From an optimization exercise on the open Yosys and OpenROAD flow, aimed at small area; shortcuts taken in it are not production practice.
Where RTL was checked, it was by simulation tests only, not by an equivalence proof against the original.
Power figures rest on the tool's default switching activity, not on a simulated workload.

## sound_top
module sound_top (
	input  wire        clock,
	input  wire        reset,
	input  wire        ready,        
	input  wire [3:0]  game_state,
	input  wire        flash_busy,
	input  wire [7:0]  flash_data,
	output wire [22:0] flash_addr,
	output wire        flash_read,
	output logic       loaded,
	output logic [7:0] to_ac97_data
);
==> flow/config.mk <==
export PLATFORM = sky130hd
export DESIGN_NAME = sound_top
export DESIGN_NICKNAME = sound_top
export VERILOG_FILES = /design/flow/design.v
export SDC_FILE = /design/flow/constraint.sdc
export NUM_CORES = 4
export LEC_CHECK = 0
export CAP_MARGIN = 20
export CORE_MARGIN = 2
export CORE_UTILIZATION = 60
export CTS_CLUSTER_DIAMETER = 120
export CTS_CLUSTER_SIZE = 30
export PLACE_DENSITY = 0.75
export SLEW_MARGIN = 20
export SYNTH_HIERARCHICAL = 1
==> flow/constraint.sdc <==
create_clock -name core_clock -period 10.0 [get_ports {clock}]
set_input_delay 2.0000 -clock core_clock [delete_from_list [all_inputs] [get_ports {clock}]]
set_output_delay 2.0000 -clock core_clock [all_outputs]
set_load 0.01 [all_outputs]
standard.sh (not shown) runs the stock make flow with config.mk's settings and CLKGATE_MAP_FILE= SYNTH_SCRIPT=/design/flow/synth_recipe.tcl, a recipe that flattens the netlist after the stock synthesis.
==> flow/flow/run.sh <==
#!/bin/bash
# Own flow: the standard layout (standard.sh, unchanged synthesis) with the
# port buffers made from the smallest buffer cell.
set -euo pipefail
bash standard.sh \
	BUFFER_PORTS_ARGS="-buffer_cell sky130_fd_sc_hd__buf_1" \
	finish > flow_make.log 2>&1
==> next run, changes <==
--- a/flow/design.v
+++ b/flow/design.v
@@ -14,20 +14,21 @@
 );
 	localparam logic [3:0] GS_IDLE = 4'd0, GS_POP = 4'd4, GS_MISSED = 4'd9, GS_WHACKED = 4'd10;
 	logic [3:0] k;         
 	logic       rd;        
 	logic       waiting;   
 	logic [7:0] first_pop, first_missed, first_whacked;
 	logic [7:0] cring [0:8];
 	logic [3:0] cpos;       
 	logic       cshift;     
 	logic       cseek;      
+	assign cseek = waiting;
 	logic       at_start;   
 	logic       ld_last;    
 	logic       ld_done;    
 	logic       arrive;     
 	logic [2:0] ld_region;
 	logic [3:0] ld_low;
 	assign ld_last = (k == 4'd3) || (k == 4'd8) || (k == 4'd11);
 	assign ld_done = (k == 4'd12);
 	assign arrive  = !loaded && waiting && !flash_busy;
 	always_comb begin
@@ -96,21 +97,20 @@
 			cpos <= (cpos == 4'd8) ? 4'd0 : cpos + 4'd1;
 		if (reset) begin
 			k            <= 4'd0;
 			rd           <= 1'b0;
 			waiting      <= 1'b0;
 			loaded       <= 1'b0;
 			prev_eff     <= 2'd0;
 			prev_idle    <= 1'b1;
 			cfirst       <= 1'b1;
 			ctgt         <= 2'd1;
-			cseek        <= 1'b0;
 			clip_done    <= 1'b1;
 			fir_x        <= 8'd0;
 			to_ac97_data <= 8'd0;
 		end else if (!loaded) begin
 			if (!rd && !waiting) begin
 				if (ld_done) begin
 					loaded <= 1'b1;
 					k      <= 4'd0;      
 				end else
 					rd <= 1'b1;          
@@ -120,38 +120,38 @@
 			end else if (waiting && !flash_busy) begin
 				waiting <= 1'b0;
 				k       <= k + 4'd1;
 				if (!ld_last)
 					rd <= 1'b1;
 			end
 		end else begin
 			prev_eff  <= eff;
 			prev_idle <= idle;
 			if (at_start)
-				cseek <= 1'b0;
+				waiting <= 1'b0;
 			if (rd && !flash_busy)
 				rd <= 1'b0;
 			if (idle) begin
 				k     <= 4'd0;
 				rd    <= 1'b0;
 				fir_x <= 8'd0;
 				if (ready)
 					to_ac97_data <= 8'd0;
 			end else begin
 				if (!flash_busy)
 					fir_x <= flash_data;
 				if (leaving_idle)
 					rd <= 1'b1;
 				if (entering) begin
 					cfirst    <= 1'b1;
 					ctgt      <= eff;
-					cseek     <= 1'b1;
+					waiting   <= 1'b1;
 					clip_done <= 1'b0;
 				end
 				if (advance) begin
 					k  <= k + 4'd1;
 					rd <= 1'b1;
 					to_ac97_data <= mix;
 					if (playing) begin
 						if (cfirst)
 							cfirst <= 1'b0;
 						else if (cpos == clip_last)
After rerunning: The new run finished with timing, DRC and antenna clean. First-iteration DRC count rose by 10%. Clock power came out lower by about 0.6%. Utilization grows by 0.12 points. Clock-buffer cell count stays the same. Clock skew barely changes. Cell count rose by 0.90%. Sequential cell count fell by 1. Maximum frequency stays flat. Total power drops by 0.38%. Cell area goes up by 0.49%. Sequential power is about the same. Global-route usage grows by 0.16 points.
No functional check of the RTL was part of the second run of this note.

* * *

sound_top, a different RTL version from the one above (not shown whole).
Size: roughly 990 cells after synthesis, roughly 420 flip-flops, about 14,000 µm² of cells after synthesis.
export LEC_CHECK = 0
export CAP_MARGIN = 20
export CORE_MARGIN = 2
export CORE_UTILIZATION = 60
export CTS_CLUSTER_DIAMETER = 120
export CTS_CLUSTER_SIZE = 30
export PLACE_DENSITY = 0.75
export SLEW_MARGIN = 20
export SYNTH_HIERARCHICAL = 1
create_clock -name core_clock -period 10.0 [get_ports {clock}]
==> flow/flow/run.sh <==
#!/bin/bash
# Own flow: the standard layout (standard.sh, unchanged synthesis) with the
# port buffers made from the smallest buffer cell, and clock tree synthesis
# without dummy balancing loads.
set -euo pipefail
bash standard.sh \
	BUFFER_PORTS_ARGS="-buffer_cell sky130_fd_sc_hd__buf_1" \
	CTS_ARGS="-sink_clustering_enable -repair_clock_nets -sink_clustering_size 30 -sink_clustering_max_diameter 120 -dont_use_dummy_load" \
	finish > flow_make.log 2>&1
The first run ran to the end with no violations.
Then changed:
--- a/flow/design.v
+++ b/flow/design.v
@@ -15,17 +15,15 @@
 	localparam logic [3:0] GS_IDLE = 4'd0, GS_POP = 4'd4, GS_MISSED = 4'd9, GS_WHACKED = 4'd10;
 	logic [3:0] k;         
 	logic [1:0] region;    
 	logic       rd;        
 	logic       waiting;   
 	logic [7:0] first_pop, first_missed, first_whacked;
 	logic [7:0] cring [0:8];
-	logic [1:0] cpos_c;     
-	logic [1:0] cpos_o;     
-	logic       cpos_end;   
+	logic [3:0] cpos;       
 	logic       cshift;     
 	logic       cseek;      
 	logic       at_start;   
 	logic       ld_last;    
 	logic       arrive;     
 	assign ld_last = (region == 2'd0) ? (k == 4'd3) : (region == 2'd1) ? (k == 4'd4) : (k == 4'd2);
 	assign arrive  = !loaded && waiting && !flash_busy;
@@ -35,64 +33,59 @@
 	logic       prev_idle;     
 	logic       cfirst;        
 	logic [1:0] ctgt;          
 	logic [1:0] rsel;          
 	logic       clip_done;
 	logic [7:0] fir_x;
 	logic [1:0] eff;
+	logic [3:0] clip_last;
 	logic       is_effect, entering, leaving_idle, stall, idle, advance, playing;
 	logic [7:0] clip_byte;     
 	logic [7:0] mix;           
 	logic [8:0] mix_c;
 	always_comb begin
+		eff       = 2'd1;
+		clip_last = 4'd2;
 		case (game_state)
-			GS_POP:     eff = 2'd1;
-			GS_MISSED:  eff = 2'd2;
-			GS_WHACKED: eff = 2'd3;
-			default:    eff = 2'd0;
+			GS_POP: ;
+			GS_MISSED:  begin eff = 2'd2; clip_last = 4'd6; end
+			GS_WHACKED: begin eff = 2'd3; clip_last = 4'd8; end
+			default: eff = 2'd0;
 		endcase
-		at_start = (cpos_c == ctgt) && (cpos_o == 2'd0);
-		case (cpos_c)
-			2'd2:    cpos_end = (cpos_o == 2'd3);
-			2'd3:    cpos_end = (cpos_o == 2'd1);
-			default: cpos_end = (cpos_o == 2'd2);
+		case (ctgt)
+			2'd2:    at_start = (cpos == 4'd3);
+			2'd3:    at_start = (cpos == 4'd7);
+			default: at_start = (cpos == 4'd0);
 		endcase
 	end
 	assign is_effect    = (eff != 2'd0);
 	assign idle         = (game_state == GS_IDLE);
 	assign entering     = is_effect && (eff != prev_eff);
 	assign leaving_idle = !idle && prev_idle;
 	assign stall        = flash_busy || rd || leaving_idle;
 	assign advance      = ready && !stall;
 	assign playing      = is_effect && !clip_done && !entering;
-	assign cshift       = loaded ? ((cseek && !at_start) || (advance && playing && !cfirst && !cpos_end))
+	assign cshift       = loaded ? ((cseek && !at_start) || (advance && playing && !cfirst && cpos != clip_last))
 	                             : (arrive && k != 4'd0);
 	always_ff @(posedge clock) begin
 		rsel <= cfirst ? ctgt : 2'd0;
 		if (cshift) begin
 			cring[0] <= loaded ? cring[8] : flash_data;
 			for (int i = 1; i < 9; i++)
 				cring[i] <= cring[i-1];
 		end
 		if (!reset && arrive) begin
 			if (k == 4'd0 && region == 2'd0) first_pop     <= flash_data;
 			if (k == 4'd0 && region == 2'd1) first_missed  <= flash_data;
 			if (k == 4'd0 && region == 2'd2) first_whacked <= flash_data;
 		end
 		if (reset)
-		begin
-			cpos_c <= 2'd1;
-			cpos_o <= 2'd0;
-		end
+			cpos <= 4'd0;
 		else if (loaded && cshift)
-		begin
-			cpos_o <= cpos_end ? 2'd0 : cpos_o + 2'd1;
-			if (cpos_end)
-				cpos_c <= (cpos_c == 2'd3) ? 2'd1 : cpos_c + 2'd1;
-		end
+			cpos <= (cpos == 4'd8) ? 4'd0 : cpos + 4'd1;
 		if (reset) begin
 			k            <= 4'd0;
 			region       <= 2'd0;
 			rd           <= 1'b0;
 			waiting      <= 1'b0;
 			loaded       <= 1'b0;
 			prev_eff     <= 2'd0;
@@ -149,15 +142,15 @@
 				if (advance) begin
 					k  <= k + 4'd1;
 					rd <= 1'b1;
 					to_ac97_data <= mix;
 					if (playing) begin
 						if (cfirst)
 							cfirst <= 1'b0;
-						else if (cpos_end)
+						else if (cpos == clip_last)
 							clip_done <= 1'b1;       
 					end
 				end
 			end
 		end
 	end
 	logic [7:0]  ring [0:30];
Result:
- fmax came out lower by a few percent
- routed wire length came out higher by a few percent
- via count came out higher slightly
- total power came out higher slightly
- synthesized cell count came out higher slightly
- clock power stays flat
- critical path depth stays the same
No run of this note included a check of the RTL's function; only the layout flow was run.

[what the ideal ports hide]
The results above use ideal ports. As a check the final layouts listed here were re-extracted and re-timed, cells and wires unchanged. Step 1: set_driving_cell puts a clkbuf_16 on clock and a buf_2 on each other input, an assumption about the parent block. Step 2 adds t to the input delays and takes it off the output delays; t is the mean of the earliest and latest rising clock arrival at the registers after step 1. Input paths then give back, and output paths get back, about the clock's delay inside the block. a / b / c = no drivers / after step 1 / after step 2; a / b = the first two.
run | t, ns | slack for setup (ns) | worst hold slack (ns) | slew at the worst register clock pin (ns)
the first run of note 1 | 0.562 | 1.992 / 1.992 / 1.992 | 0.327 / 0.327 / 0.327 | 0.12 / 0.12
the second run of note 1 | 0.564 | 1.983 / 1.983 / 1.983 | 0.332 / 0.332 / 0.332 | 0.12 / 0.12
the first run of note 2 | 0.525 | 2.145 / 2.145 / 2.145 | 0.301 / 0.301 / 0.301 | 0.12 / 0.12
the second run of note 2 | 0.527 | 1.963 / 1.963 / 1.963 | 0.330 / 0.330 / 0.330 | 0.11 / 0.11
After both steps setup and hold are still met in every run listed.
